From an optimization exercise on the open Yosys and OpenROAD flow, aimed at small area and a short achievable clock period; shortcuts taken in it are not production practice.
In this exercise RTL edits were held to simulation tests only and were not proved equivalent to the original.
Power is estimated from default activity; no workload was simulated.

### design/flow/flow/run.sh
#!/bin/bash
# The standard layout (standard.sh) with these changes:
#  - synthesis maps logic with flow/map.abc (see flow/synth_wrap.tcl);
#  - port buffers are the smallest plain buffer (buf_1) rather than the delay
#    buffer OpenROAD would pick; timing repair may still resize them;
#  - the clock tree uses clkbuf_8 with larger sink clusters and no dummy loads.
# Each tool's output goes to the ORFS logs under orfs/logs; make's own output
# goes to standard.log here.
set -euo pipefail
HERE=$(cd "$(dirname "$0")" && pwd)
WORK=$(pwd)
export MY_ABC_SCRIPT=$HERE/map.abc
export FLOW_SYNTH_TCL=$WORK/synth_recipe.tcl
export BUFFER_PORTS_ARGS="-buffer_cell sky130_fd_sc_hd__buf_1"
export CTS_ARGS="-sink_clustering_enable -repair_clock_nets -dont_use_dummy_load -buf_list sky130_fd_sc_hd__clkbuf_8 -sink_clustering_size 12 -sink_clustering_max_diameter 60"
sed "s|SYNTH_SCRIPT=[^ ]*|SYNTH_SCRIPT=$HERE/synth_wrap.tcl|" standard.sh > my_standard.sh
grep -q "SYNTH_SCRIPT=$HERE/synth_wrap.tcl" my_standard.sh
bash my_standard.sh > standard.log 2>&1
### design/flow/flow/map.abc
&get -n
&nf -a
&put
### design/flow/flow/synth_wrap.tcl
# The standard flow's synthesis script, with ABC's cell mapping run from flow/map.abc
# (area-oriented &nf on the design as written, with no restructuring) instead of
# ORFS's speed script. Registers are untouched:
# abc runs without -dff, so every flip-flop keeps its name and cell type.
proc abc {args} {
  set i [lsearch $args -script]
  lset args [expr {$i + 1}] $::env(MY_ABC_SCRIPT)
  yosys abc {*}$args
}
source $::env(FLOW_SYNTH_TCL)
### design/flow/standard.sh
#!/bin/bash
# synth_recipe.tcl (not shown) runs the flow's synth.tcl, then flattens the netlist and writes it again
# the make line also repeats each setting of config.mk as NAME=value (left out here)
make -C /OpenROAD-flow-scripts/flow DESIGN_CONFIG=/design/flow/config.mk WORK_HOME=/design/flow/orfs CLKGATE_MAP_FILE= SYNTH_SCRIPT=/design/flow/synth_recipe.tcl "${@:-finish}"
### design/flow/config.mk
export PLATFORM = sky130hd
export DESIGN_NAME = mem_writeback_buffer
export DESIGN_NICKNAME = mem_writeback_buffer
export VERILOG_FILES = /design/flow/design.v
export SDC_FILE = /design/flow/constraint.sdc
export NUM_CORES = 4
export LEC_CHECK = 0
export CAP_MARGIN = 20
export CORE_MARGIN = 2
export CORE_UTILIZATION = 40
export SETUP_SLACK_MARGIN = 2.0
export SLEW_MARGIN = 20
### design/flow/constraint.sdc
create_clock -name core_clock -period 7.5 [get_ports {clk}]
set_input_delay 1.5000 -clock core_clock [delete_from_list [all_inputs] [get_ports {clk}]]
set_output_delay 1.5000 -clock core_clock [all_outputs]
set_load 0.01 [all_outputs]
### design/flow/design.v
module mem_writeback_buffer #(
  parameter int ADDR_W = 9,
  parameter int DATA_W = 32,
  parameter int DEPTH  = 8
) (
  input  logic                     clk,
  input  logic                     rst_n,
  input  logic [3:0]               wr_valid,
  input  logic [ADDR_W-1:0]        wr_addr0,
  input  logic [ADDR_W-1:0]        wr_addr1,
  input  logic [ADDR_W-1:0]        wr_addr2,
  input  logic [ADDR_W-1:0]        wr_addr3,
  input  logic [DATA_W-1:0]        wr_data0,
  input  logic [DATA_W-1:0]        wr_data1,
  input  logic [DATA_W-1:0]        wr_data2,
  input  logic [DATA_W-1:0]        wr_data3,
  output logic                     wb_stall,
  input  logic                     mem_ready,
  output logic                     mem_we,
  output logic [ADDR_W-1:0]        mem_addr,
  output logic [DATA_W-1:0]        mem_data,
  input  logic [ADDR_W-1:0]        rd_addr1,
  input  logic [ADDR_W-1:0]        rd_addr2,
  output logic                     fwd_hit1,
  output logic [DATA_W-1:0]        fwd_data1,
  output logic                     fwd_hit2,
  output logic [DATA_W-1:0]        fwd_data2,
  output logic [$clog2(DEPTH):0]   occupancy,
  output logic                     overflow
);
  localparam int ENT_W = ADDR_W + DATA_W;
  logic [2:0] rd_ptr_q, wr_ptr_q;
  logic [3:0] count_q;
  logic       overflow_q;
  logic [7:0] live_q;      
  logic [7:0][ENT_W-1:0] ent_q;    
  logic [3:0][ENT_W-1:0] src;
  assign src[0] = {wr_addr0, wr_data0};
  assign src[1] = {wr_addr1, wr_data1};
  assign src[2] = {wr_addr2, wr_data2};
  assign src[3] = {wr_addr3, wr_data3};
  logic [3:0] v;
  assign v = wr_valid;
  logic nonempty;
  assign nonempty = |count_q;
  assign wb_stall = count_q[3] | (count_q[2] & (count_q[1] | count_q[0]));
  logic acc, pop;
  assign acc = ~wb_stall;
  assign pop = nonempty & mem_ready;
  logic [7:0] rd_oh;
  logic [3:0] wp_oh;
  always_comb begin
    for (int k = 0; k < 8; k++) rd_oh[k] = (rd_ptr_q == 3'(k));
    for (int k = 0; k < 4; k++) wp_oh[k] = (wr_ptr_q[1:0] == 2'(k));
  end
  logic [3:0][3:0] pos_oh;
  always_comb begin
    pos_oh[0] = 4'b0001;
    pos_oh[1] = v[0] ? 4'b0010 : 4'b0001;
    case (v[1:0])
      2'b00:          pos_oh[2] = 4'b0001;
      2'b01, 2'b10:   pos_oh[2] = 4'b0010;
      default:        pos_oh[2] = 4'b0100;
    endcase
    case (v[2:0])
      3'b000:                         pos_oh[3] = 4'b0001;
      3'b001, 3'b010, 3'b100:         pos_oh[3] = 4'b0010;
      3'b011, 3'b101, 3'b110:         pos_oh[3] = 4'b0100;
      default:                        pos_oh[3] = 4'b1000;
    endcase
  end
  logic [3:0] nv_ge;
  assign nv_ge[0] = |v;
  assign nv_ge[1] = (v[0] & (v[1] | v[2] | v[3])) | (v[1] & (v[2] | v[3])) | (v[2] & v[3]);
  assign nv_ge[2] = (v[0] & v[1] & (v[2] | v[3])) | (v[2] & v[3] & (v[0] | v[1]));
  assign nv_ge[3] = &v;
  logic [3:0][ENT_W-1:0] bank_d;
  logic [3:0]            bank_we;
  logic [3:0]            bank_row;
  always_comb begin
    for (int b = 0; b < 4; b++) begin
      bank_we[b]  = 1'b0;
      bank_row[b] = 1'b0;
      bank_d[b]   = '0;
      for (int k = 0; k < 4; k++) begin
        if (wp_oh[(b - k) & 3]) begin
          bank_we[b]  = acc & nv_ge[k];
          bank_row[b] = wr_ptr_q[2] ^ (((b - k) & 3) + k > 3);
        end
      end
      begin
        logic [3:0] xs;
        for (int s = 0; s < 4; s++) begin
          xs[s] = 1'b0;
          for (int k = 0; k < 4; k++) xs[s] = xs[s] | (wp_oh[(b - k) & 3] & pos_oh[s][k]);
          xs[s] = xs[s] & v[s];
        end
        bank_d[b] = (({ENT_W{xs[0]}} & src[0]) | ({ENT_W{xs[1]}} & src[1]))
                  | (({ENT_W{xs[2]}} & src[2]) | ({ENT_W{xs[3]}} & src[3]));
      end
    end
  end
  logic [7:0] slot_we;
  always_comb
    for (int b = 0; b < 4; b++) begin
      slot_we[b]     = bank_we[b] & ~bank_row[b];
      slot_we[b + 4] = bank_we[b] &  bank_row[b];
    end
  always_ff @(posedge clk)
    for (int i = 0; i < 8; i++)
      if (slot_we[i]) ent_q[i] <= bank_d[i[1:0]];
  logic [2:0] n_enq;
  always_comb begin
    n_enq = 3'd0;
    if (acc) begin
      if (nv_ge[3])      n_enq = 3'd4;
      else if (nv_ge[2]) n_enq = 3'd3;
      else if (nv_ge[1]) n_enq = 3'd2;
      else if (nv_ge[0]) n_enq = 3'd1;
    end
  end
  always_ff @(posedge clk or negedge rst_n) begin
    if (!rst_n) begin
      rd_ptr_q   <= '0;
      wr_ptr_q   <= '0;
      count_q    <= '0;
      overflow_q <= 1'b0;
      live_q     <= '0;
    end else begin
      live_q     <= (live_q & ~(rd_oh & {8{pop}})) | slot_we;
      rd_ptr_q   <= rd_ptr_q + 3'(pop);
      wr_ptr_q   <= wr_ptr_q + n_enq;
      count_q    <= count_q + 4'(n_enq) - 4'(pop);
      overflow_q <= overflow_q | (wb_stall & (|v));
    end
  end
  logic [7:0]      older;
  logic [7:0][7:0] younger;
  always_comb begin
    for (int i = 0; i < 8; i++) older[i] = (wr_ptr_q <= 3'(i));
    for (int i = 0; i < 8; i++)
      for (int j = 0; j < 8; j++)
        if (j > i) younger[i][j] = live_q[j] & ~(older[j] & ~older[i]);
        else if (j < i) younger[i][j] = live_q[j] & older[i] & ~older[j];
        else younger[i][j] = 1'b0;
  end
  function automatic logic [ENT_W-1:0] aor8(input logic [7:0] s,
                                            input logic [7:0][ENT_W-1:0] w);
    logic [7:0][ENT_W-1:0] t;
    for (int i = 0; i < 8; i++) t[i] = {ENT_W{s[i]}} & w[i];
    aor8 = (t[0] | t[1] | t[2]) | (t[3] | t[4] | t[5]) | (t[6] | t[7]);
  endfunction
  logic [ENT_W-1:0] head;
  assign head     = aor8(rd_oh & {8{nonempty}}, ent_q);
  assign mem_addr = head[ENT_W-1:DATA_W];
  assign mem_data = head[DATA_W-1:0];
  assign mem_we    = nonempty;
  assign occupancy = count_q;
  assign overflow  = overflow_q;
  function automatic logic [DATA_W:0] lookup(input logic [ADDR_W-1:0] a,
                                             input logic [7:0][ENT_W-1:0] e,
                                             input logic [7:0] lv,
                                             input logic [7:0][7:0] yg);
    logic [7:0] m, sel;
    logic [ADDR_W-1:0] x;
    logic [7:0][7:0] c;
    logic [ENT_W-1:0] r;
    for (int i = 0; i < 8; i++) begin
      x    = e[i][ENT_W-1:DATA_W] ^ a;
      m[i] = lv[i] & ~(x[0] | x[1] | x[2]) & ~(x[3] | x[4] | x[5]) & ~(x[6] | x[7] | x[8]);
    end
    for (int i = 0; i < 8; i++) begin
      c[i] = m & yg[i];
      sel[i] = m[i] & ~((c[i][0] | c[i][1] | c[i][2]) | (c[i][3] | c[i][4] | c[i][5]) | (c[i][6] | c[i][7]));
    end
    r = aor8(sel, e);
    lookup = {((m[0] | m[1] | m[2]) | (m[3] | m[4] | m[5]) | (m[6] | m[7])), r[DATA_W-1:0]};
  endfunction
  assign {fwd_hit1, fwd_data1} = lookup(rd_addr1, ent_q, live_q, younger);
  assign {fwd_hit2, fwd_data2} = lookup(rd_addr2, ent_q, live_q, younger);
endmodule
==> impl_metrics.prom, run 1 <==
# TYPE chip_impl_metric gauge
chip_impl_metric{name="post_synth_edffs",unit=""} 328
chip_impl_metric{name="ys_async_sr_fraction",unit="%"} 5.476
chip_impl_info{name="worst_hold_path_type",value="register to register"} 1
chip_impl_info{name="run_status",value="finished clean"} 1
chip_impl_metric{name="vdd_ir_drop_max",unit="V"} 0.0003116
chip_impl_metric{name="report.final.hold_viol_count",unit=""} 0
chip_impl_metric{name="holdWs",unit="ns"} 0.4610
chip_impl_metric{name="worst_slew_pin_slew",unit="ns"} 1.029
chip_impl_metric{name="area_delta_synth_final",unit="%"} 20.72
chip_impl_metric{name="route.final.wire_length",unit="um"} 101200
chip_impl_metric{name="initial_drc_count",unit=""} 4927
chip_impl_info{name="clock_tree.root_cell",value="sky130_fd_sc_hd__clkbuf_8"} 1
chip_impl_metric{name="die_area",unit="mm2"} 0.05321
chip_impl_metric{name="syn-instance-count",unit=""} 1616
chip_impl_metric{name="cts.sink_count",unit=""} 347
chip_impl_info{name="min_from",value="overflow_q$_DFF_PN0_"} 1
chip_impl_metric{name="maxCapViolations",unit=""} 0
chip_impl_info{name="yosys-top-cells-area",value="sky130_fd_sc_hd__edfxtp_1 (48%), sky130_fd_sc_hd__a222oi_1 (11%), sky130_fd_sc_hd__a221o_1 (8.0%)"} 1
chip_impl_metric{name="avg_wl_per_cell",unit="um"} 36.56
chip_impl_metric{name="worst-path-buf-inv",unit=""} 4
chip_impl_metric{name="totalNegativeSetupSlack",unit="ns"} 0
chip_impl_info{name="critPathLaunchType",value="primary input"} 1
chip_impl_metric{name="rows",unit=""} 83
chip_impl_info{name="synthTopCellsByCount",value="sky130_fd_sc_hd__edfxtp_1 (328), sky130_fd_sc_hd__a222oi_1 (234), sky130_fd_sc_hd__a221o_1 (164), sky130_fd_sc_hd__a22o_1 (164), sky130_fd_sc_hd__nand3_1 (136)"} 1
chip_impl_metric{name="grt_pass1_wl",unit="um"} 140400
chip_impl_info{name="ys.flop_type",value="sky130_fd_sc_hd__edfxtp_1"} 1
chip_impl_metric{name="design.final.nets",unit=""} 2274
chip_impl_metric{name="dp_hpwl",unit="um"} 58080
chip_impl_metric{name="synth.distinct_cells",unit=""} 45
chip_impl_metric{name="synth-seq-cells",unit=""} 347
chip_impl_metric{name="arrival",unit="ns"} 4.00
chip_impl_info{name="cts_tree",value="yes"} 1
chip_impl_metric{name="grt_antenna_before_repair",unit=""} 18
chip_impl_metric{name="cts_hold_buf",unit=""} 0
chip_impl_metric{name="final-setup-viol-count",unit=""} 0
chip_impl_info{name="worst_hold_path.endpoint",value="overflow_q$_DFF_PN0_"} 1
chip_impl_metric{name="timing.critical_path.slowest_cell_delay",unit="ns"} 0.43
chip_impl_metric{name="antenna_violating_nets_post_route",unit=""} 0
chip_impl_metric{name="post_route_cells_drive_above_1_share",unit="%"} 11.85
chip_impl_metric{name="fillerInstances",unit=""} 4665
chip_impl_metric{name="fp.dieH",unit="um"} 230.7
chip_impl_metric{name="cellPowerDensity",unit="mW/mm2"} 379.8
chip_impl_info{name="most_common_cell_in_the_netlist",value="sky130_fd_sc_hd__edfxtp_1"} 1
chip_impl_metric{name="postLayoutCoreUtil",unit="%"} 48.56
chip_impl_info{name="crit_family",value="simple AND/OR/NAND/NOR gates"} 1
chip_impl_metric{name="rr_worst_depth",unit=""} 8
chip_impl_metric{name="synth.cell_area",unit="mm2"} 0.02055
chip_impl_metric{name="number_of_global_route_vias_before_repair",unit=""} 20790
chip_impl_metric{name="initial_utilization",unit="%"} 40.22
chip_impl_metric{name="final-max-slew-violation-count",unit=""} 0
chip_impl_metric{name="fin_crit",unit="ns"} 5.503
chip_impl_metric{name="worstSkewPairLatency",unit="ns"} 0.67
chip_impl_metric{name="cts_buffer_depth",unit=""} 3
chip_impl_info{name="criticalPathCategory",value="primary input to output pin"} 1
chip_impl_metric{name="postSynthNetCount",unit=""} 1820
chip_impl_metric{name="place_congestion",unit=""} 0.9821
chip_impl_metric{name="global_route.overflow_total",unit=""} 0
chip_impl_metric{name="num_io_pins",unit=""} 303
chip_impl_metric{name="cts_buffers",unit=""} 38
chip_impl_metric{name="worst_hold_path.num_cells",unit=""} 1
chip_impl_metric{name="groute.usage.overall",unit="%"} 36.33
chip_impl_metric{name="clock_skew",unit="ns"} 0.08717
chip_impl_metric{name="chipWidth",unit="um"} 230.7
chip_impl_metric{name="postSynthAreaPerCell",unit="um2"} 12.72
chip_impl_metric{name="synth-warning-count",unit=""} 1
chip_impl_metric{name="place.port_buffers",unit=""} 302
chip_impl_info{name="grt_setup_unrepaired",value="true"} 1
chip_impl_info{name="worstSetupEndpointType",value="output pin"} 1
chip_impl_metric{name="biggest_fanout_along_the_worst_timing_path",unit=""} 20
chip_impl_metric{name="relSlewSlack",unit="%"} 31.42
chip_impl_info{name="r2r_end",value="ent_q[41]$_DFFE_PP_"} 1
chip_impl_info{name="path_cells",value="buf_4 -> xor2_1 -> nor3_2 -> nand4_1 -> buf_6 -> o22a_1 -> and4_4 -> buf_8 -> a222oi_1 -> nand3_1 -> buf_1"} 1
chip_impl_metric{name="achievable-frequency",unit="GHz"} 0.1817
chip_impl_metric{name="dr_total_vias",unit=""} 21540
chip_impl_metric{name="rrSetupSlack",unit="ns"} 3.45
chip_impl_metric{name="drcViolationCount",unit=""} 0
chip_impl_metric{name="leakagePower",unit="uW"} 0.008125
chip_impl_metric{name="largest_net_degree_at_the_start_of_global_routing",unit=""} 43
chip_impl_metric{name="vias_per_cell",unit=""} 7.786
chip_impl_metric{name="path_clk_slew",unit="ns"} 0.06
chip_impl_metric{name="share_of_the_clock_period_used_by_the_worst_path",unit="%"} 73.38
chip_impl_metric{name="firstDrtPassIters",unit=""} 13
chip_impl_metric{name="critPathRequiredTime",unit="ns"} 6.00
chip_impl_info{name="synth_area_leader_cell",value="sky130_fd_sc_hd__edfxtp_1"} 1
chip_impl_metric{name="synth_largest_type_area_fraction",unit="%"} 47.93
chip_impl_info{name="critical_path.reg2reg.startpoint",value="count_q[1]$_DFF_PN0_"} 1
chip_impl_metric{name="floorplan.core_area",unit="mm2"} 0.05109
chip_impl_metric{name="ys_seq_area_share",unit="%"} 50.24
chip_impl_metric{name="htree_levels",unit=""} 2
chip_impl_info{name="cell_type_of_the_slowest_stage_on_the_worst_timing_path",value="sky130_fd_sc_hd__a222oi_1"} 1
power breakdown:
group / leakage (uW) / switching, uW / internal [uW]
sequential: 0.00326 / 672 / 3140
combinational: 0.00459 / 3060 / 1450
clock: 0.000273 / 658 / 451
final cells by class:
cell class / instances / area, um2 / area share [%]
flip-flops and latches: 347 / 10330 / 41.62
inverters: 21 / 78.83 / 0.3177
multi-input cells: 1248 / 10580 / 42.63
repair buffers: 414 / 2406 / 9.698
well taps: 680 / 850.8 / 3.429
clock buffers: 38 / 523.0 / 2.108
diodes: 19 / 47.55 / 0.1916
repair_timing:
action	CTS	global route
resized for setup	83	46
setup buffers	23	23
cloned	2	2
pin swaps	30	40
endpoints found under the setup margin	64	64
worst register-to-register path, delay by kind of cell (launching register included):
kind	cells	cell delay, ns
and+or+nand+nor	3	1.41
AOI/OAI and AO/OA	1	0.46
DFF	1	0.39
buffers and inverters	3	0.89
muxes	1	0.59
routing by layer:
layer,share of wire (%),track usage [%]
met3,15,9.573
met2,44,56.77
met5,0.038,0
met1,34,44.94
met4,6.7,22.48
how the worst max path moves through the flow:
| stage | startpoint | to | slack, ns | cells after the start |
|---|---|---|---|---|
| 2_1_floorplan | wr_valid[0] | ent_q[41]$_DFFE_PP_ | 2.41 | 6 |
| 3_3_place_gp | rd_addr1[7] | fwd_data1[10] | 0.74 | 10 |
| 3_5_place_dp | rd_addr1[7] | fwd_data1[13] | 0.84 | 10 |
| 4_1_cts | rd_addr1[7] | fwd_data1[10] | 2.00 | 11 |
| 5_1_grt | rd_addr1[6] | fwd_data1[18] | 1.97 | 11 |
| 6_report | rd_addr1[6] | fwd_data1[13] | 2.00 | 11 |
stage by stage:
step                area (um2)  worst slack (ns)  std cells  power (uW)
floorplan                20590             2.413       1616        6071
CTS                      24410             2.002       2723        9218
detailed placement       23340            0.8439       2660        8110
finish                   24810             1.997       2767        9424
global placement         23320            0.7422       2660        8030
global route             24790             1.966       2758        9707
cells in the final DEF, fill, tap and decap left out, types with 27 or more instances in the layout:
| master | count |
|---|---|
| sky130_fd_sc_hd__xor2_1 | 38 |
| sky130_fd_sc_hd__a222oi_1 | 234 |
| sky130_fd_sc_hd__edfxtp_1 | 328 |
| sky130_fd_sc_hd__buf_1 | 277 |
| sky130_fd_sc_hd__a22oi_1 | 113 |
| sky130_fd_sc_hd__xnor2_1 | 113 |
| sky130_fd_sc_hd__buf_4 | 87 |
| sky130_fd_sc_hd__clkbuf_8 | 38 |
| sky130_fd_sc_hd__nand3_1 | 134 |
| sky130_fd_sc_hd__a221o_1 | 164 |
| sky130_fd_sc_hd__nor2_1 | 27 |
| sky130_fd_sc_hd__a22o_1 | 164 |
state kept, by name, indices dropped and copies added, names as in the netlist:
name        count
overflow_q      1
live_q          8
rd_ptr_q        3
ent_q         328
count_q         4
wr_ptr_q        3
cell families after synthesis:
logic type               count (synthesis)  synth area share, %
AO/OA/AOI/OAI                          753                33.14
flip-flops                             347                50.24
AND/OR/NAND/NOR                        323                8.280
XOR/XNOR                               152                6.478
adder cells (fa/ha/maj)                 15               0.9863
multiplexers                             5               0.4932
buffers and inverters                   21               0.3836
==> run 2, diff against run 1 <==
--- a/design/flow/config.mk
+++ b/design/flow/config.mk
@@ -9,3 +9,3 @@
 export CORE_MARGIN = 2
-export CORE_UTILIZATION = 40
+export CORE_UTILIZATION = 55
 export SETUP_SLACK_MARGIN = 2.0
==> impl_metrics.prom, run 2 <==
# TYPE chip_impl_metric gauge
chip_impl_metric{name="clock_skew",unit="ns"} 0.05415
chip_impl_info{name="critPathLaunchType",value="primary input"} 1
chip_impl_metric{name="grt_antenna_before_repair",unit=""} 15
chip_impl_metric{name="placement_cell_area",unit="mm2"} 0.02312
chip_impl_metric{name="place_congestion",unit=""} 0.9945
chip_impl_metric{name="fillerInstances",unit=""} 2950
chip_impl_metric{name="final-setup-viol-count",unit=""} 0
chip_impl_metric{name="multiInputGateArea",unit="mm2"} 0.01049
chip_impl_metric{name="grt_pass1_wl",unit="um"} 130600
chip_impl_metric{name="vdd_ir_drop_max",unit="V"} 0.0002566
chip_impl_metric{name="rrSetupSlack",unit="ns"} 3.34
chip_impl_metric{name="biggest_fanout_along_the_worst_timing_path",unit=""} 32
chip_impl_metric{name="layout_setup_ws",unit="ns"} 1.978
chip_impl_metric{name="groute.usage.overall",unit="%"} 46.06
chip_impl_metric{name="worstSkewPairLatency",unit="ns"} 0.60
chip_impl_info{name="cell_type_of_the_slowest_stage_on_the_worst_timing_path",value="sky130_fd_sc_hd__a222oi_1"} 1
chip_impl_metric{name="synth_largest_type_area_fraction",unit="%"} 47.93
chip_impl_metric{name="synth.cell_area",unit="mm2"} 0.02055
chip_impl_metric{name="firstDrtPassIters",unit=""} 12
chip_impl_metric{name="ys_async_sr_fraction",unit="%"} 5.476
chip_impl_metric{name="initial_drc_count",unit=""} 4473
chip_impl_metric{name="relSlewSlack",unit="%"} 21.01
chip_impl_metric{name="num_io_pins",unit=""} 303
chip_impl_metric{name="initial_utilization",unit="%"} 56.00
chip_impl_info{name="timing.critical_path.to",value="fwd_data2[1]"} 1
chip_impl_info{name="most_common_cell_in_the_netlist",value="sky130_fd_sc_hd__edfxtp_1"} 1
chip_impl_metric{name="chipWidth",unit="um"} 197.3
chip_impl_metric{name="dr_total_vias",unit=""} 21250
chip_impl_metric{name="post_route_cells_drive_above_1_share",unit="%"} 9.113
chip_impl_metric{name="design.final.nets",unit=""} 2236
chip_impl_metric{name="syn-instance-count",unit=""} 1616
chip_impl_info{name="worstSetupEndpointType",value="output pin"} 1
chip_impl_metric{name="cts.sink_count",unit=""} 347
chip_impl_metric{name="dp_slack",unit="ns"} 1.365
chip_impl_info{name="yosys-top-cells-area",value="sky130_fd_sc_hd__edfxtp_1 (48%), sky130_fd_sc_hd__a222oi_1 (11%), sky130_fd_sc_hd__a221o_1 (8.0%)"} 1
chip_impl_metric{name="cts_buffers",unit=""} 36
chip_impl_metric{name="postSynthNetCount",unit=""} 1820
chip_impl_info{name="clock_tree.root_cell",value="sky130_fd_sc_hd__clkbuf_8"} 1
chip_impl_metric{name="vias_per_cell",unit=""} 8.468
chip_impl_info{name="ys.flop_type",value="sky130_fd_sc_hd__edfxtp_1"} 1
chip_impl_metric{name="cellPowerDensity",unit="mW/mm2"} 388.9
chip_impl_metric{name="place.port_buffers",unit=""} 302
chip_impl_metric{name="placed_cells_incl_taps",unit=""} 2455
chip_impl_metric{name="postSynthAreaPerCell",unit="um2"} 12.72
chip_impl_metric{name="postLayoutCellArea",unit="mm2"} 0.02386
chip_impl_metric{name="number_of_global_route_vias_before_repair",unit=""} 20510
chip_impl_metric{name="timing.critical_path.slowest_cell_delay",unit="ns"} 0.40
chip_impl_info{name="r2r_end",value="ent_q[231]$_DFFE_PP_"} 1
chip_impl_metric{name="ys_seq_area_share",unit="%"} 50.24
chip_impl_metric{name="critPathRequiredTime",unit="ns"} 6.00
chip_impl_metric{name="worst_hold_path.num_cells",unit=""} 1
chip_impl_metric{name="share_of_the_clock_period_used_by_the_worst_path",unit="%"} 73.62
chip_impl_info{name="most_frequent_standard_cell_in_the_layout_excluding_fill_and_tap_cells",value="sky130_fd_sc_hd__edfxtp_1"} 1
chip_impl_metric{name="rr_worst_depth",unit=""} 8
chip_impl_metric{name="die_area",unit="mm2"} 0.03893
chip_impl_metric{name="path_depth",unit=""} 11
chip_impl_info{name="regMostFlops",value="ent_q"} 1
chip_impl_metric{name="synth.distinct_cells",unit=""} 45
chip_impl_info{name="crit_path_start",value="rd_addr2[7]"} 1
chip_impl_metric{name="totalNegativeSetupSlack",unit="ns"} 0
chip_impl_info{name="run_status",value="finished clean"} 1
chip_impl_info{name="cell_type_with_the_highest_occurrence_count_on_the_critical_path",value="sky130_fd_sc_hd__buf_4"} 1
chip_impl_info{name="cts_tree",value="yes"} 1
chip_impl_metric{name="maxCapViolations",unit=""} 0
chip_impl_metric{name="worst_slew_pin_slew",unit="ns"} 1.185
chip_impl_metric{name="antenna_violating_nets_post_route",unit=""} 0
chip_impl_metric{name="avg_wl_per_cell",unit="um"} 36.65
chip_impl_metric{name="largest_net_degree_at_the_start_of_global_routing",unit=""} 43
chip_impl_metric{name="arrival",unit="ns"} 4.02
chip_impl_metric{name="cts_buffer_depth",unit=""} 3
chip_impl_metric{name="path_clk_slew",unit="ns"} 0.06
chip_impl_metric{name="final-max-slew-violation-count",unit=""} 0
chip_impl_metric{name="largest_register_ffs",unit=""} 328
chip_impl_metric{name="dp_hpwl",unit="um"} 52590
chip_impl_metric{name="seqCellArea",unit="mm2"} 0.01032
chip_impl_metric{name="fp.dieH",unit="um"} 197.3
chip_impl_info{name="synthTopCellsByCount",value="sky130_fd_sc_hd__edfxtp_1 (328), sky130_fd_sc_hd__a222oi_1 (234), sky130_fd_sc_hd__a221o_1 (164), sky130_fd_sc_hd__a22o_1 (164), sky130_fd_sc_hd__nand3_1 (136)"} 1
chip_impl_info{name="crit_family",value="buffers and inverters"} 1
chip_impl_metric{name="fin_crit",unit="ns"} 5.522
chip_impl_metric{name="design_power_total",unit="uW"} 9277
chip_impl_metric{name="fin_cells",unit=""} 2509
chip_impl_metric{name="drcViolationCount",unit=""} 0
chip_impl_metric{name="rows",unit=""} 70
chip_impl_info{name="synth_area_leader_cell",value="sky130_fd_sc_hd__edfxtp_1"} 1
chip_impl_metric{name="route.final.wire_length",unit="um"} 91940
chip_impl_metric{name="leakagePower",unit="uW"} 0.007703
chip_impl_info{name="most-common-layout-cells",value="sky130_fd_sc_hd__edfxtp_1 (328), sky130_fd_sc_hd__buf_1 (283), sky130_fd_sc_hd__a222oi_1 (234)"} 1
chip_impl_metric{name="area_delta_synth_final",unit="%"} 16.09
chip_impl_metric{name="htree_levels",unit=""} 2
chip_impl_metric{name="report.final.hold_viol_count",unit=""} 0
chip_impl_metric{name="post_synth_edffs",unit=""} 328
chip_impl_metric{name="global_route.overflow_total",unit=""} 0
chip_impl_info{name="worst_hold_path_type",value="register to register"} 1
chip_impl_metric{name="achievable-frequency",unit="GHz"} 0.1811
chip_impl_info{name="criticalPathCategory",value="primary input to output pin"} 1
chip_impl_metric{name="synth-seq-cells",unit=""} 347
chip_impl_metric{name="floorplan.core_area",unit="mm2"} 0.03670
chip_impl_info{name="critical_path.reg2reg.startpoint",value="count_q[1]$_DFF_PN0_"} 1
chip_impl_metric{name="worst-path-buf-inv",unit=""} 4
chip_impl_info{name="grt_setup_unrepaired",value="true"} 1
chip_impl_info{name="largest_registers",value="ent_q: 328 flops, live_q: 8 flops, count_q: 4 flops"} 1
chip_impl_info{name="path_cells",value="buf_2 -> xor2_1 -> nor3_2 -> nand4_1 -> buf_4 -> o22a_1 -> and4_1 -> buf_4 -> a222oi_1 -> nand3_1 -> buf_1"} 1
chip_impl_metric{name="synth-warning-count",unit=""} 1
## run 2: changes by cell type in the layout (fill, tap and decap cells not counted), moves of 3 or more
cell                       before  now
sky130_fd_sc_hd__buf_12        17    6
sky130_fd_sc_hd__and4_4        11    3
sky130_fd_sc_hd__buf_1        277  283
sky130_fd_sc_hd__clkbuf_4       5    2
sky130_fd_sc_hd__and4_1         1    9
sky130_fd_sc_hd__nor3_2         9   14
sky130_fd_sc_hd__nor3_4         8    1
sky130_fd_sc_hd__buf_4         87   59
sky130_fd_sc_hd__buf_2          7   16
sky130_fd_sc_hd__diode_2       19   11
## run 2: repair_timing
item	4_1_cts	5_1_grt
setup buffers	3	4
hold buffers	0	0
setup endpoints to repair	64	61
gates resized for setup	30	25
endpoints found under the hold margin	0	0
pin swaps	1	15
## run 2: cell type report
cell class	count	share of cell area, %
Multi-Input combinational cell	1248	43.98
Sequential cell	347	43.28
Timing Repair Buffer	378	7.767
Tap cell	468	2.455
Clock buffer	36	2.077
Inverter	21	0.3304
Antenna cell	11	0.1154
## run 2: how the worst min path moves through the flow
stage	from	slack (ns)	to
2_1_floorplan	overflow_q$_DFF_PN0_	0.49	overflow_q$_DFF_PN0_
3_3_place_gp	overflow_q$_DFF_PN0_	0.44	overflow_q$_DFF_PN0_
3_5_place_dp	overflow_q$_DFF_PN0_	0.46	overflow_q$_DFF_PN0_
4_1_cts	overflow_q$_DFF_PN0_	0.47	overflow_q$_DFF_PN0_
5_1_grt	overflow_q$_DFF_PN0_	0.48	overflow_q$_DFF_PN0_
6_report	overflow_q$_DFF_PN0_	0.47	overflow_q$_DFF_PN0_
## run 2: metrics by stage
stage | utilization, % | hold slack (ns)
finish | 65.01 | 0.4665
global placement | 63.00 | 0.4427
detailed placement | 63.00 | 0.4567
CTS | 64.59 | 0.4683
floorplan | - | 0.4932
global route | 64.97 | 0.4816
## run 2: logic make-up after synthesis
| family | synth area share [%] |
|---|---|
| AOI/OAI and AO/OA | 33.14 |
| and+or+nand+nor | 8.280 |
| buffers and inverters | 0.3836 |
| muxes | 0.4932 |
| xor gates and xnor gates | 6.478 |
| DFF | 50.24 |
| adders and majority gates | 0.9863 |
## run 2: routing by layer
metal  part of all wire (%)  vias to the layer above  routed length [um]  GRT usage [%]
met5                  0.089                        -                  82              0
met4                    6.8                       14                6264          25.37
met3                     18                      551               16460          16.27
met2                     42                     2217               38700          68.24
met1                     33                    10050               30440          59.12
li1                       -                     8411                   -              -
## run 2: report_power, final
group | switching [uW] | internal [uW] | total (uW)
clock network | 629 | 429 | 1060
registers | 606 | 3130 | 3740
logic | 3020 | 1470 | 4480
total | 4250 | 5030 | 9280
==> run 3, diff against run 2 <==
--- a/design/flow/design.v
+++ b/design/flow/design.v
@@ -34,3 +34,3 @@
   logic       overflow_q;
-  logic [7:0] live_q;      
+  logic [7:0] vis_q;
   logic [7:0][ENT_W-1:0] ent_q;    
@@ -79,2 +79,3 @@
   logic [3:0]            bank_row;
+  logic [3:0][3:0]       xs;         
   always_comb begin
@@ -90,14 +91,36 @@
       end
-      begin
-        logic [3:0] xs;
-        for (int s = 0; s < 4; s++) begin
-          xs[s] = 1'b0;
-          for (int k = 0; k < 4; k++) xs[s] = xs[s] | (wp_oh[(b - k) & 3] & pos_oh[s][k]);
-          xs[s] = xs[s] & v[s];
-        end
-        bank_d[b] = (({ENT_W{xs[0]}} & src[0]) | ({ENT_W{xs[1]}} & src[1]))
-                  | (({ENT_W{xs[2]}} & src[2]) | ({ENT_W{xs[3]}} & src[3]));
+      for (int s = 0; s < 4; s++) begin
+        xs[b][s] = 1'b0;
+        for (int k = 0; k < 4; k++) xs[b][s] = xs[b][s] | (wp_oh[(b - k) & 3] & pos_oh[s][k]);
+        xs[b][s] = xs[b][s] & v[s];
       end
+      bank_d[b] = (({ENT_W{xs[b][0]}} & src[0]) | ({ENT_W{xs[b][1]}} & src[1]))
+                | (({ENT_W{xs[b][2]}} & src[2]) | ({ENT_W{xs[b][3]}} & src[3]));
     end
   end
+  logic [3:0] src_sup;
+  always_comb
+    for (int s = 0; s < 4; s++) begin
+      src_sup[s] = 1'b0;
+      for (int t = s + 1; t < 4; t++)
+        src_sup[s] = src_sup[s] | (v[t] & (src[t][ENT_W-1:DATA_W] == src[s][ENT_W-1:DATA_W]));
+    end
+  logic [3:0]             prev_row;
+  logic [3:0][ADDR_W-1:0] prev_addr;
+  logic [3:0]             kill;
+  always_comb
+    for (int b = 0; b < 4; b++) begin
+      prev_row[b]  = (2'(b) < wr_ptr_q[1:0]) ? wr_ptr_q[2] : ~wr_ptr_q[2];
+      prev_addr[b] = prev_row[b] ? ent_q[b + 4][ENT_W-1:DATA_W] : ent_q[b][ENT_W-1:DATA_W];
+      kill[b] = 1'b0;
+      for (int s = 0; s < 4; s++)
+        kill[b] = kill[b] | (v[s] & (src[s][ENT_W-1:DATA_W] == prev_addr[b]));
+      kill[b] = kill[b] & acc;
+    end
+  logic [3:0] bank_vis;
+  always_comb
+    for (int b = 0; b < 4; b++) begin
+      bank_vis[b] = 1'b0;
+      for (int s = 0; s < 4; s++) bank_vis[b] = bank_vis[b] | (xs[b][s] & ~src_sup[s]);
+    end
   logic [7:0] slot_we;
@@ -127,5 +150,9 @@
       overflow_q <= 1'b0;
-      live_q     <= '0;
+      vis_q      <= '0;
     end else begin
-      live_q     <= (live_q & ~(rd_oh & {8{pop}})) | slot_we;
+      for (int b = 0; b < 4; b++)
+        for (int r = 0; r < 2; r++)
+          vis_q[r*4 + b] <= slot_we[r*4 + b] ? bank_vis[b]
+                          : vis_q[r*4 + b] & ~(pop & rd_oh[r*4 + b])
+                            & ~(kill[b] & (prev_row[b] == r[0]));
       rd_ptr_q   <= rd_ptr_q + 3'(pop);
@@ -135,12 +162,2 @@
     end
-  end
-  logic [7:0]      older;
-  logic [7:0][7:0] younger;
-  always_comb begin
-    for (int i = 0; i < 8; i++) older[i] = (wr_ptr_q <= 3'(i));
-    for (int i = 0; i < 8; i++)
-      for (int j = 0; j < 8; j++)
-        if (j > i) younger[i][j] = live_q[j] & ~(older[j] & ~older[i]);
-        else if (j < i) younger[i][j] = live_q[j] & older[i] & ~older[j];
-        else younger[i][j] = 1'b0;
   end
@@ -161,21 +178,19 @@
                                              input logic [7:0][ENT_W-1:0] e,
-                                             input logic [7:0] lv,
-                                             input logic [7:0][7:0] yg);
-    logic [7:0] m, sel;
-    logic [ADDR_W-1:0] x;
-    logic [7:0][7:0] c;
+                                             input logic [7:0] vs);
+    logic [7:0] m;
+    logic [ADDR_W-1:0] q;
+    logic [2:0] g;
     logic [ENT_W-1:0] r;
     for (int i = 0; i < 8; i++) begin
-      x    = e[i][ENT_W-1:DATA_W] ^ a;
-      m[i] = lv[i] & ~(x[0] | x[1] | x[2]) & ~(x[3] | x[4] | x[5]) & ~(x[6] | x[7] | x[8]);
+      q    = ~(e[i][ENT_W-1:DATA_W] ^ a);
+      g[0] = q[0] & q[1] & q[2];
+      g[1] = q[3] & q[4] & q[5];
+      g[2] = q[6] & q[7] & q[8];
+      m[i] = (g[0] & g[1]) & (g[2] & vs[i]);
     end
-    for (int i = 0; i < 8; i++) begin
-      c[i] = m & yg[i];
-      sel[i] = m[i] & ~((c[i][0] | c[i][1] | c[i][2]) | (c[i][3] | c[i][4] | c[i][5]) | (c[i][6] | c[i][7]));
-    end
-    r = aor8(sel, e);
+    r = aor8(m, e);
     lookup = {((m[0] | m[1] | m[2]) | (m[3] | m[4] | m[5]) | (m[6] | m[7])), r[DATA_W-1:0]};
   endfunction
-  assign {fwd_hit1, fwd_data1} = lookup(rd_addr1, ent_q, live_q, younger);
-  assign {fwd_hit2, fwd_data2} = lookup(rd_addr2, ent_q, live_q, younger);
+  assign {fwd_hit1, fwd_data1} = lookup(rd_addr1, ent_q, vis_q);
+  assign {fwd_hit2, fwd_data2} = lookup(rd_addr2, ent_q, vis_q);
 endmodule
--- a/design/flow/config.mk
+++ b/design/flow/config.mk
@@ -10,3 +10,3 @@
 export CORE_UTILIZATION = 55
-export SETUP_SLACK_MARGIN = 2.0
+export SETUP_SLACK_MARGIN = 2.5
 export SLEW_MARGIN = 20
==> impl_metrics.prom, run 3 <==
# TYPE chip_impl_metric gauge
chip_impl_info{name="run_status",value="finished clean"} 1
chip_impl_info{name="regMostFlops",value="ent_q"} 1
chip_impl_info{name="grt_setup_unrepaired",value="true"} 1
chip_impl_metric{name="holdWs",unit="ns"} 0.4726
chip_impl_metric{name="cts.sink_count",unit=""} 347
chip_impl_metric{name="report.final.hold_viol_count",unit=""} 0
chip_impl_metric{name="route.final.wire_length",unit="um"} 105100
chip_impl_info{name="most-common-layout-cells",value="sky130_fd_sc_hd__edfxtp_1 (328), sky130_fd_sc_hd__xnor2_1 (298), sky130_fd_sc_hd__buf_1 (283)"} 1
chip_impl_metric{name="critPathRequiredTime",unit="ns"} 6.00
chip_impl_metric{name="achievable-frequency",unit="GHz"} 0.1988
chip_impl_info{name="critPathLaunchType",value="primary input"} 1
chip_impl_metric{name="synth-seq-cells",unit=""} 347
chip_impl_metric{name="place_congestion",unit=""} 1.029
chip_impl_metric{name="global_route.overflow_total",unit=""} 0
chip_impl_info{name="largest_registers",value="ent_q: 328 flops, vis_q: 8 flops, count_q: 4 flops"} 1
chip_impl_metric{name="path_clk_slew",unit="ns"} 0.07
chip_impl_metric{name="drcViolationCount",unit=""} 0
chip_impl_metric{name="fin_cells",unit=""} 2798
chip_impl_metric{name="ys_seq_area_share",unit="%"} 46.22
chip_impl_info{name="most_common_cell_in_the_netlist",value="sky130_fd_sc_hd__edfxtp_1"} 1
chip_impl_info{name="criticalPathCategory",value="primary input to output pin"} 1
chip_impl_metric{name="grt_antenna_before_repair",unit=""} 12
chip_impl_metric{name="placed_cells_incl_taps",unit=""} 2699
chip_impl_info{name="r2r_end",value="vis_q[0]$_DFF_PN0_"} 1
chip_impl_metric{name="cts_hold_buf",unit=""} 0
chip_impl_metric{name="htree_levels",unit=""} 2
chip_impl_metric{name="place.port_buffers",unit=""} 302
chip_impl_info{name="global_route.peak_usage_layer",value="met2"} 1
chip_impl_metric{name="largest_net_degree_at_the_start_of_global_routing",unit=""} 44
chip_impl_info{name="synth_area_leader_cell",value="sky130_fd_sc_hd__edfxtp_1"} 1
chip_impl_metric{name="met2_usage",unit="%"} 73.70
chip_impl_metric{name="fin_crit",unit="ns"} 5.029
chip_impl_metric{name="initial_utilization",unit="%"} 55.97
chip_impl_info{name="critical_path.reg2reg.startpoint",value="wr_ptr_q[1]$_DFF_PN0_"} 1
chip_impl_metric{name="cts_buffer_depth",unit=""} 3
chip_impl_metric{name="initial_drc_count",unit=""} 5297
chip_impl_metric{name="totalNegativeSetupSlack",unit="ns"} 0
chip_impl_metric{name="final-setup-viol-count",unit=""} 0
chip_impl_metric{name="final-max-slew-violation-count",unit=""} 0
chip_impl_metric{name="worst_hold_path.num_cells",unit=""} 1
chip_impl_metric{name="clock_skew",unit="ns"} 0.04308
chip_impl_info{name="clock_tree.root_cell",value="sky130_fd_sc_hd__clkbuf_8"} 1
chip_impl_metric{name="worstSkewPairLatency",unit="ns"} 0.64
chip_impl_info{name="worst_hold_path_type",value="register to register"} 1
chip_impl_metric{name="postSynthNetCount",unit=""} 2015
chip_impl_metric{name="vias_per_cell",unit=""} 8.326
chip_impl_info{name="cell_type_of_the_slowest_stage_on_the_worst_timing_path",value="sky130_fd_sc_hd__buf_6"} 1
chip_impl_metric{name="rrSetupSlack",unit="ns"} 2.83
chip_impl_metric{name="fp.dieH",unit="um"} 205.5
chip_impl_metric{name="synth-warning-count",unit=""} 1
chip_impl_metric{name="leakagePower",unit="uW"} 0.008632
chip_impl_info{name="ys.flop_type",value="sky130_fd_sc_hd__edfxtp_1"} 1
chip_impl_metric{name="dr_total_vias",unit=""} 23300
chip_impl_metric{name="die_area",unit="mm2"} 0.04225
chip_impl_metric{name="maxCapViolations",unit=""} 0
chip_impl_metric{name="floorplan.core_area",unit="mm2"} 0.03991
chip_impl_metric{name="vdd_ir_drop_max",unit="V"} 0.0005322
chip_impl_metric{name="share_of_the_clock_period_used_by_the_worst_path",unit="%"} 67.06
chip_impl_info{name="worstSetupEndpointType",value="output pin"} 1
chip_impl_metric{name="antenna_violating_nets_post_route",unit=""} 0
chip_impl_metric{name="chipWidth",unit="um"} 205.5
chip_impl_info{name="crit_path_start",value="rd_addr1[0]"} 1
chip_impl_metric{name="arrival",unit="ns"} 3.53
chip_impl_metric{name="num_io_pins",unit=""} 303
chip_impl_info{name="yosys-top-cells-area",value="sky130_fd_sc_hd__edfxtp_1 (44%), sky130_fd_sc_hd__xnor2_1 (12%), sky130_fd_sc_hd__a222oi_1 (9.8%)"} 1
chip_impl_metric{name="routing_usage_on_met1",unit="%"} 58.85
chip_impl_metric{name="largest_register_ffs",unit=""} 328
chip_impl_metric{name="synth.cell_area",unit="mm2"} 0.02234
chip_impl_metric{name="worst_slew_pin_slew",unit="ns"} 1.178
chip_impl_metric{name="grt_pass1_wl",unit="um"} 149800
chip_impl_info{name="min_from",value="overflow_q$_DFF_PN0_"} 1
chip_impl_metric{name="firstDrtPassIters",unit=""} 17
chip_impl_metric{name="avg_wl_per_cell",unit="um"} 37.58
chip_impl_metric{name="dp_hpwl",unit="um"} 62360
chip_impl_metric{name="cellPowerDensity",unit="mW/mm2"} 402.1
chip_impl_info{name="cts_tree",value="yes"} 1
chip_impl_metric{name="cts_buffers",unit=""} 39
chip_impl_metric{name="postSynthAreaPerCell",unit="um2"} 12.36
chip_impl_metric{name="groute.usage.overall",unit="%"} 49.17
chip_impl_metric{name="rows",unit=""} 73
chip_impl_metric{name="synth_largest_type_area_fraction",unit="%"} 44.09
chip_impl_metric{name="design.final.nets",unit=""} 2467
chip_impl_metric{name="biggest_fanout_along_the_worst_timing_path",unit=""} 33
chip_impl_metric{name="number_of_global_route_vias_before_repair",unit=""} 22870
chip_impl_info{name="path_cells",value="buf_2 -> xnor2_1 -> nand3_2 -> nor3_4 -> buf_6 -> a222oi_1 -> nand3_1 -> buf_1"} 1
chip_impl_metric{name="design_power_total",unit="uW"} 10540
chip_impl_metric{name="fillerInstances",unit=""} 3121
chip_impl_metric{name="syn-instance-count",unit=""} 1808
chip_impl_metric{name="rr_worst_depth",unit=""} 10
chip_impl_metric{name="post_synth_edffs",unit=""} 328
chip_impl_metric{name="relSlewSlack",unit="%"} 21.50
chip_impl_metric{name="met3_usage",unit="%"} 17.22
chip_impl_info{name="worst_hold_path.endpoint",value="overflow_q$_DFF_PN0_"} 1
chip_impl_metric{name="ys_async_sr_fraction",unit="%"} 5.476
chip_impl_metric{name="synth.distinct_cells",unit=""} 37
chip_impl_info{name="most_frequent_standard_cell_in_the_layout_excluding_fill_and_tap_cells",value="sky130_fd_sc_hd__edfxtp_1"} 1
chip_impl_info{name="synthTopCellsByCount",value="sky130_fd_sc_hd__edfxtp_1 (328), sky130_fd_sc_hd__xnor2_1 (298), sky130_fd_sc_hd__a222oi_1 (218)"} 1
chip_impl_metric{name="timing.critical_path.slowest_cell_delay",unit="ns"} 0.41
chip_impl_metric{name="area_delta_synth_final",unit="%"} 17.28
chip_impl_metric{name="post_route_cells_drive_above_1_share",unit="%"} 10.14
## run 3: cell count changes after synthesis, moves of 14 or more
| cell | previous run | this run |
|---|---|---|
| sky130_fd_sc_hd__xnor2_1 | 114 | 298 |
| sky130_fd_sc_hd__mux2i_1 | 0 | 45 |
| sky130_fd_sc_hd__nor4_1 | 1 | 40 |
| sky130_fd_sc_hd__nand4_1 | 18 | 40 |
| sky130_fd_sc_hd__and3_1 | 18 | 0 |
| sky130_fd_sc_hd__a222oi_1 | 234 | 218 |
| sky130_fd_sc_hd__nor2_1 | 40 | 24 |
| sky130_fd_sc_hd__xor2_1 | 38 | 52 |
## run 3: per-stage QoR
stage	setup WS (ns)	util, %	instance area [um2]
finish	2.471	65.64	26200
global route	2.480	65.57	26170
CTS	2.519	65.30	26060
detailed placement	1.669	62.77	25050
global placement	1.494	62.47	24930
floorplan	2.220	-	22440
## run 3: power by group
group	internal (uW)	switching, uW	total, uW	leakage (uW)
registers	3170	640	3810	0.00328
clock network	463	671	1130	0.000281
logic	1940	3660	5590	0.00507
## run 3: layout make-up
type	count	area, um2	area share (%)
Multi-Input combinational cell	1438	12410	47.37
Antenna cell	15	37.54	0.1433
Timing Repair Buffer	407	2127	8.118
Clock buffer	39	536.8	2.049
Inverter	27	105.1	0.4011
Sequential cell	347	10320	39.41
Tap cell	525	656.9	2.507
## run 3: routing by layer
metal  part of all wire [%]  routed length (um)
met1                     32               33180
met2                     43               44980
met3                     17               17580
met4                    8.9                9345
met5                  0.054                  57
## run 3: worst max-delay path, delay by kind of cell
family,cells,cell delay [ns]
buffers and inverters,3,0.83
and+or+nand+nor,3,0.83
AOI/OAI and AO/OA,1,0.18
xor gates and xnor gates,1,0.17
## run 3: worst max path at each step
stage / slack (ns) / cells past startpoint / to
after floorplan: 2.22 / 7 / vis_q[4]$_DFF_PN0_
after global placement: 1.49 / 8 / fwd_data2[23]
after detailed placement: 1.67 / 8 / fwd_data2[10]
after CTS: 2.52 / 9 / fwd_data2[29]
after global routing: 2.48 / 8 / fwd_data1[3]
final: 2.47 / 8 / fwd_data1[3]
## run 3: repair_timing
item                                    in CTS  in global routing
endpoints found under the setup margin      66                105
gates resized for setup                     24                 19
pin swaps                                   16                  4
setup buffers                               37                  4
gates cloned                                 4                  0
## run 3: cells by family (layout without fill, tap and decap cells)
| kind of cell | count (synthesis) | after routing | synth area share, % |
|---|---|---|---|
| adders and majority gates | 18 | 18 | 1.075 |
| AOI/OAI and AO/OA | 698 | 698 | 28.47 |
| and+or+nand+nor | 318 | 322 | 7.595 |
| muxes | 50 | 50 | 2.470 |
| xor gates and xnor gates | 350 | 350 | 13.72 |
| other | 0 | 15 | 0 |
| DFF | 347 | 347 | 46.22 |
| buffers and inverters | 27 | 473 | 0.4537 |
==> run 4, diff against run 3 <==
--- a/design/flow/config.mk
+++ b/design/flow/config.mk
@@ -10,3 +10,3 @@
 export CORE_UTILIZATION = 55
-export SETUP_SLACK_MARGIN = 2.5
+export SETUP_SLACK_MARGIN = 3.0
 export SLEW_MARGIN = 20
==> impl_metrics.prom, run 4 <==
# TYPE chip_impl_metric gauge
chip_impl_metric{name="drcViolationCount",unit=""} 0
chip_impl_metric{name="cts.sink_count",unit=""} 347
chip_impl_metric{name="dp_hpwl",unit="um"} 61000
chip_impl_metric{name="synth_largest_type_area_fraction",unit="%"} 44.09
chip_impl_metric{name="syn-instance-count",unit=""} 1808
chip_impl_metric{name="share_of_the_clock_period_used_by_the_worst_path",unit="%"} 63.33
chip_impl_metric{name="fillerInstances",unit=""} 2905
chip_impl_metric{name="die_area",unit="mm2"} 0.04225
chip_impl_metric{name="fp.dieH",unit="um"} 205.5
chip_impl_metric{name="cts_buffers",unit=""} 38
chip_impl_metric{name="post_synth_edffs",unit=""} 328
chip_impl_metric{name="final-setup-viol-count",unit=""} 0
chip_impl_metric{name="cts_hold_buf",unit=""} 0
chip_impl_info{name="path_cells",value="buf_12 -> buf_8 -> xnor2_2 -> nand4_1 -> nor3_4 -> buf_6 -> buf_4 -> buf_16 -> a222oi_1 -> nand3_1 -> buf_2"} 1
chip_impl_metric{name="synth.cell_area",unit="mm2"} 0.02234
chip_impl_metric{name="worstSkewPairLatency",unit="ns"} 0.64
chip_impl_metric{name="placed_cells_incl_taps",unit=""} 2691
chip_impl_metric{name="floorplan.core_area",unit="mm2"} 0.03991
chip_impl_metric{name="post_route_cells_drive_above_1_share",unit="%"} 16.29
chip_impl_metric{name="ys_async_sr_fraction",unit="%"} 5.476
chip_impl_metric{name="dr_total_vias",unit=""} 23880
chip_impl_metric{name="met2_usage",unit="%"} 74.52
chip_impl_info{name="cts_tree",value="yes"} 1
chip_impl_metric{name="vdd_ir_drop_max",unit="V"} 0.0004129
chip_impl_metric{name="antenna_violating_nets_post_route",unit=""} 0
chip_impl_info{name="synthTopCellsByCount",value="sky130_fd_sc_hd__edfxtp_1 (328), sky130_fd_sc_hd__xnor2_1 (298), sky130_fd_sc_hd__a222oi_1 (218)"} 1
chip_impl_metric{name="cts_buffer_depth",unit=""} 3
chip_impl_info{name="worstSetupEndpointType",value="output pin"} 1
chip_impl_metric{name="vias_per_cell",unit=""} 8.465
chip_impl_info{name="crit_family",value="buffers and inverters"} 1
chip_impl_info{name="grt_setup_unrepaired",value="true"} 1
chip_impl_metric{name="cellPowerDensity",unit="mW/mm2"} 384.4
chip_impl_metric{name="synth-seq-cells",unit=""} 347
chip_impl_metric{name="synth-warning-count",unit=""} 1
chip_impl_metric{name="place_congestion",unit=""} 0.9677
chip_impl_metric{name="chipWidth",unit="um"} 205.5
chip_impl_info{name="critPathLaunchType",value="primary input"} 1
chip_impl_metric{name="number_of_global_route_vias_before_repair",unit=""} 22860
chip_impl_metric{name="worst_hold_path.num_cells",unit=""} 1
chip_impl_metric{name="area_delta_synth_final",unit="%"} 24.68
chip_impl_metric{name="grt_antenna_before_repair",unit=""} 11
chip_impl_info{name="global_route.peak_usage_layer",value="met2"} 1
chip_impl_metric{name="largest_register_ffs",unit=""} 328
chip_impl_metric{name="relSlewSlack",unit="%"} 31.23
chip_impl_info{name="most-common-layout-cells",value="sky130_fd_sc_hd__edfxtp_1 (328), sky130_fd_sc_hd__xnor2_1 (265), sky130_fd_sc_hd__buf_1 (219)"} 1
chip_impl_info{name="run_status",value="finished clean"} 1
chip_impl_metric{name="rr_worst_depth",unit=""} 10
chip_impl_metric{name="rrSetupSlack",unit="ns"} 3.14
chip_impl_metric{name="seqCellArea",unit="mm2"} 0.01033
chip_impl_info{name="most_common_cell_in_the_netlist",value="sky130_fd_sc_hd__edfxtp_1"} 1
chip_impl_metric{name="timing.critical_path.slowest_cell_delay",unit="ns"} 0.33
chip_impl_metric{name="path_clk_slew",unit="ns"} 0.06
chip_impl_metric{name="firstDrtPassIters",unit=""} 20
chip_impl_info{name="yosys-top-cells-area",value="sky130_fd_sc_hd__edfxtp_1 (44%), sky130_fd_sc_hd__xnor2_1 (12%), sky130_fd_sc_hd__a222oi_1 (9.8%)"} 1
chip_impl_metric{name="initial_drc_count",unit=""} 5701
chip_impl_metric{name="holdWs",unit="ns"} 0.4806
chip_impl_metric{name="postSynthNetCount",unit=""} 2015
chip_impl_metric{name="final-max-slew-violation-count",unit=""} 0
chip_impl_metric{name="htree_levels",unit=""} 2
chip_impl_info{name="regMostFlops",value="ent_q"} 1
chip_impl_info{name="clock_tree.root_cell",value="sky130_fd_sc_hd__clkbuf_8"} 1
chip_impl_metric{name="leakagePower",unit="uW"} 0.009529
chip_impl_metric{name="clock_skew",unit="ns"} 0.05283
chip_impl_metric{name="achievable-frequency",unit="GHz"} 0.2105
chip_impl_metric{name="totalNegativeSetupSlack",unit="ns"} 0
chip_impl_metric{name="num_io_pins",unit=""} 303
chip_impl_info{name="most_frequent_standard_cell_in_the_layout_excluding_fill_and_tap_cells",value="sky130_fd_sc_hd__edfxtp_1"} 1
chip_impl_metric{name="largest_net_degree_at_the_start_of_global_routing",unit=""} 43
chip_impl_metric{name="route.final.wire_length",unit="um"} 111300
chip_impl_metric{name="critPathRequiredTime",unit="ns"} 6.00
chip_impl_metric{name="design.final.nets",unit=""} 2492
chip_impl_metric{name="routing_usage_on_met1",unit="%"} 61.22
chip_impl_metric{name="worst_slew_pin_slew",unit="ns"} 1.032
chip_impl_metric{name="path_depth",unit=""} 11
chip_impl_metric{name="postSynthAreaPerCell",unit="um2"} 12.36
chip_impl_metric{name="maxCapViolations",unit=""} 0
chip_impl_metric{name="fin_cells",unit=""} 2821
chip_impl_info{name="cell_type_of_the_slowest_stage_on_the_worst_timing_path",value="sky130_fd_sc_hd__a222oi_1"} 1
chip_impl_metric{name="ys_seq_area_share",unit="%"} 46.22
chip_impl_metric{name="arrival",unit="ns"} 3.25
chip_impl_metric{name="report.final.hold_viol_count",unit=""} 0
chip_impl_info{name="criticalPathCategory",value="primary input to output pin"} 1
chip_impl_metric{name="multiInputGateArea",unit="mm2"} 0.01272
chip_impl_metric{name="worst-path-buf-inv",unit=""} 6
chip_impl_metric{name="biggest_fanout_along_the_worst_timing_path",unit=""} 8
chip_impl_info{name="largest_registers",value="ent_q: 328 flops, vis_q: 8 flops, count_q: 4 flops"} 1
chip_impl_metric{name="fin_crit",unit="ns"} 4.750
chip_impl_metric{name="synth.distinct_cells",unit=""} 37
chip_impl_metric{name="place.port_buffers",unit=""} 302
chip_impl_metric{name="rows",unit=""} 73
chip_impl_info{name="synth_area_leader_cell",value="sky130_fd_sc_hd__edfxtp_1"} 1
chip_impl_metric{name="initial_utilization",unit="%"} 55.97
chip_impl_metric{name="grt_pass1_wl",unit="um"} 153200
chip_impl_info{name="worst_hold_path_type",value="register to register"} 1
chip_impl_metric{name="groute.usage.overall",unit="%"} 50.61
chip_impl_metric{name="avg_wl_per_cell",unit="um"} 39.45
chip_impl_metric{name="met3_usage",unit="%"} 18.50
chip_impl_metric{name="global_route.overflow_total",unit=""} 0
chip_impl_info{name="ys.flop_type",value="sky130_fd_sc_hd__edfxtp_1"} 1
-- run 4: changes by cell type in the layout (fill, tap and decap cells not counted), sizes merged --
cell | previous run | this run
nor3 | 29 | 25
buf | 402 | 422
nor2b | 12 | 13
clkbuf | 44 | 52
clkinv | 26 | 27
clkinvlp | 1 | 0
diode | 15 | 13
-- run 4: layout make-up --
cell class | count | share of cell area [%]
antenna | 13 | 0.1168
multi-input combinational | 1435 | 45.68
tap | 525 | 2.358
sequential | 347 | 37.07
timing repair buffer | 436 | 12.52
clock buffer | 38 | 1.878
inverter | 27 | 0.3729
-- run 4: cells by family (layout without fill, tap and decap cells) --
group	count (synthesis)	count (layout)	synth area share [%]
adders and majority gates	18	18	1.075
and+or+nand+nor	318	319	7.595
muxes	50	50	2.470
DFF	347	347	46.22
AOI/OAI and AO/OA	698	698	28.47
xor gates and xnor gates	350	350	13.72
buffers and inverters	27	501	0.4537
other	0	13	0
-- run 4: what timing repair did --
action	4_1_cts	5_1_grt
cloned	23	9
buffers inserted	38	9
resized for setup	240	63
pin swaps	113	72
endpoints found under the setup margin	444	298
-- run 4: metrics by stage --
stage | setup slack (ns) | util [%] | total power (uW) | cell area (um2)
2_1_floorplan | 2.968 | - | 6941 | 22570
3_3_place_gp | 1.664 | 62.48 | 8995 | 24940
3_5_place_dp | 1.912 | 62.52 | 9096 | 24950
4_1_cts | 2.841 | 68.26 | 10300 | 27250
5_1_grt | 2.742 | 69.71 | 10940 | 27820
6_report | 2.750 | 69.78 | 10710 | 27850
-- run 4: path summary, 6_finish.rpt --
path | to | from
worst min register to register | overflow_q$_DFF_PN0_ | overflow_q$_DFF_PN0_
worst max register to register | vis_q[0]$_DFF_PN0_ | wr_ptr_q[0]$_DFF_PN0_
worst min-delay path | overflow_q$_DFF_PN0_ | overflow_q$_DFF_PN0_
worst max-delay path | fwd_data1[25] | rd_addr1[8]
min in group asynchronous | rd_ptr_q[1]$_DFF_PN0_ | rst_n
max in group asynchronous | wr_ptr_q[1]$_DFF_PN0_ | rst_n
-- run 4: report_power, final --
part	total (uW)	internal, uW	switching (uW)
registers	3870	3160	708
logic	5720	2050	3670
clock network	1120	452	664
-- run 4: per-layer routing --
metal | vias up | routed length (um)
li1 | 9131 | -
met1 | 11240 | 34870
met2 | 2734 | 46550
met3 | 769 | 19790
met4 | 6 | 10040
met5 | - | 44

separate check: timing with driven ports:
No port has a modelled driver above. Below, the same layouts with a new extraction and two added sets of constraints. Step 1 sets driving cells, clkbuf_16 on the clock port and buf_2 on the other inputs (assumed; they add their load-dependent delay and slew). Step 2 times the ports against the registers' clock, not the clock port: input delays grow and output delays shrink by t, the midpoint of the rising clock arrivals with the driver on. a / b / c = no drivers / after step 1 / after step 2; a / b = the first two.
run	t (ns)	setup slack, ns	slew at the worst register clock pin (ns)	worst slew at a driven data input, ns
run 1	0.676	1.997 / 1.973 / 1.772	0.09 / 0.09	0.11
run 2	0.623	1.978 / 1.960 / 1.709	0.09 / 0.09	0.11
run 3	0.655	2.471 / 2.448 / 1.939	0.09 / 0.09	0.14
run 4	0.656	2.750 / 2.663 / 2.605	0.09 / 0.09	0.14
After both steps every run listed still meets setup and hold. The setup slack of run 3, which loses most, moves by -0.023 ns with the drivers and by -0.532 ns with both steps.
